This is an optimization exercise on Yosys and OpenROAD, whose aim is small area, a short achievable clock period and few clock cycles, not a production implementation.
Function was checked by simulation only, so behaviour that the tests miss may differ from the original.
Power is estimated from default activity; no workload was simulated.

Setup of the previous run:
Design cpu_top, start of the top module:
module cpu_top #(
	parameter int IMEM_DEPTH = 64
) (
	input logic clk,
	input logic reset,
	input logic psel,
	input logic penable,
	input logic pwrite,
	input logic [7:0] paddr,
	input logic [15:0] pwdata,
	output logic [15:0] prdata,
	output logic pready,
	output logic pslverr,
	input logic [15:0] in_value,
	output logic [15:0] out_value,
	output logic out_valid,
	output logic [2:0] flags  
);
Size: roughly 1400 flip-flops, ~50000 µm² of cells after synthesis.
make LEC_CHECK=0 CAP_MARGIN=20 CORE_MARGIN=2 CORE_UTILIZATION=67 CTS_CLUSTER_DIAMETER=80 CTS_CLUSTER_SIZE=20 SETUP_SLACK_MARGIN=4.9 SLEW_MARGIN=20 finish   # period 8.0 ns
run.sh (not shown) runs the stock make flow with config.mk's settings and CLKGATE_MAP_FILE= SYNTH_SCRIPT=/design/flow/synth_recipe.tcl, a recipe that flattens the netlist after the stock synthesis.
Testbench counts of the previous run, summed over its fixed seeds: cycles 7,164.
Here is what was changed in the inputs of the current run compared with the previous run.
Settings: CORE_UTILIZATION changed from 67 to 62.
==> run summary <==
The current run went all the way through synthesis, placement and routing and the layout is clean on timing, DRC and antenna.
Sort the previous run and the current run by global routing usage on met1, descending, and the previous run comes first.
The final reports for the current run and the previous run show core utilization lower in the former.
Between the previous run and the current run, the difference in reported net switching power is negligible.
| initial antenna violation count | the current run vs the previous run | 1 lower |
Changes observed in the current run relative to the previous run: maximum frequency now sits lower, overall via count from detail_route has decreased, post-detailed-routing wire length -0.49%, layout cell share with drive strength beyond 1 has decreased, count of instances resized after the clock tree is built now sits lower.
The previous run → the current run: register cell area after layout stayed essentially flat; sequential share of layout area rose by 0.42 points.

== job 6635 ==
Another version of the RTL of cpu_top (not shown whole).
Size in the first run: roughly 3,700 cells after synthesis, ~1,300 flip-flops, about 83 I/O pins.
export LEC_CHECK = 0
export CAP_MARGIN = 20
export CORE_MARGIN = 2
export CORE_UTILIZATION = 62
export SETUP_SLACK_MARGIN = 5.0
export SLEW_MARGIN = 20
create_clock -name core_clock -period 8.0 [get_ports {clk}]
Job 6635 ended with every stage complete and zero timing, DRC or antenna violations.
Testbench counts of job 6635, summed over its fixed seeds: cycles 7,164.
Modified inputs, job 2932 compared to job 6635
- CORE_UTILIZATION: 62 -> 75
==> comparison <==
- As far as cell area after synthesis is concerned, job 6635 and job 2932 perform about the same.
- Job 2932 | ERROR | 5_1_grt
- Post-synthesis simple-gate area fraction: job 2932 vs job 6635 identical
- | worst setup slack before clock tree synthesis | job 2932 vs job 6635 | 0.46 ns lower |

cpu_top, a different RTL version from the one above (not shown whole).
For scale: ~4400 cells after synthesis, about 1400 flip-flops, ~83 I/O pins, ~0.050 mm^2 of cells after synthesis.
make LEC_CHECK=0 CAP_MARGIN=20 CORE_MARGIN=2 CORE_UTILIZATION=67 CTS_CLUSTER_DIAMETER=80 CTS_CLUSTER_SIZE=20 SETUP_SLACK_MARGIN=4.9 SLEW_MARGIN=20 finish   # period 8.0 ns
The first run passed the timing, DRC and antenna checks.
Testbench counts at the start, summed over its fixed seeds: cycles 7,164.
Change:
--- a/flow/config.mk
+++ b/flow/config.mk
@@ -10,4 +10,4 @@
 export CORE_UTILIZATION = 67
-export CTS_CLUSTER_DIAMETER = 80
-export CTS_CLUSTER_SIZE = 20
+export CTS_CLUSTER_DIAMETER = 85
+export CTS_CLUSTER_SIZE = 24
 export SETUP_SLACK_MARGIN = 4.9
=> Worst hold slack loses 4.8 ps. Final area falls slightly. Non-clock buffer count falls by 3. Global-route usage barely changes.
Change:
--- a/flow/config.mk
+++ b/flow/config.mk
@@ -10,5 +10,5 @@
 export CORE_UTILIZATION = 67
-export CTS_CLUSTER_DIAMETER = 85
-export CTS_CLUSTER_SIZE = 24
-export SETUP_SLACK_MARGIN = 4.9
+export CTS_CLUSTER_DIAMETER = 80
+export CTS_CLUSTER_SIZE = 20
+export SETUP_SLACK_MARGIN = 5.0
 export SLEW_MARGIN = 20
The new run went through all stages and came out clean.
Worst setup slack got worse by 61 ps.
Routed wire length goes up slightly.
Cell area goes up by a few percent.
Count of clock-buffer cells in the layout goes up by 14.
Core utilization goes up by 1.6 points.
Die area is unchanged.

-- port drivers added, routing unchanged --
No port has a modelled driver above. Below, the same layouts with a new extraction and two added sets of constraints.
Step 1, drivers: a clkbuf_16 drives clk and a buf_2 each remaining input, both assumed.
Step 2 times the ports against the registers' clock, not the clock port: input delays grow and output delays shrink by t, the midpoint of the rising clock arrivals with the driver on.
Slacks: ideal / step 1 / step 2; pairs: ideal / step 1.
run | shift t [ns] | setup slack, ns | hold WS [ns] | worst setup path at the end | worst register clock-pin slew, ns
the previous run | 0.728 | 4.533 / 4.537 / 3.810 | 0.326 / 0.326 / 0.326 | input to register | 0.09 / 0.09
the current run | 0.726 | 4.494 / 4.508 / 3.783 | 0.313 / 0.313 / 0.313 | input to register | 0.09 / 0.09
job 6635 | 0.772 | 4.015 / 4.015 / 3.937 | 0.322 / 0.322 / 0.322 | input to register | 0.07 / 0.07
the first run of note 3 | 0.737 | 4.838 / 4.838 / 4.278 | 0.330 / 0.330 / 0.330 | input to register | 0.09 / 0.09
the second run of note 3 | 0.722 | 4.876 / 4.876 / 4.260 | 0.325 / 0.325 / 0.325 | input to register | 0.10 / 0.10
the third run of note 3 | 0.724 | 4.815 / 4.815 / 4.241 | 0.332 / 0.332 / 0.332 | input to register | 0.09 / 0.09
After both steps setup and hold are still met in every run listed. For the previous run, which loses most, drivers alone change the setup slack by +0.004 ns; drivers and shift together by -0.723 ns.
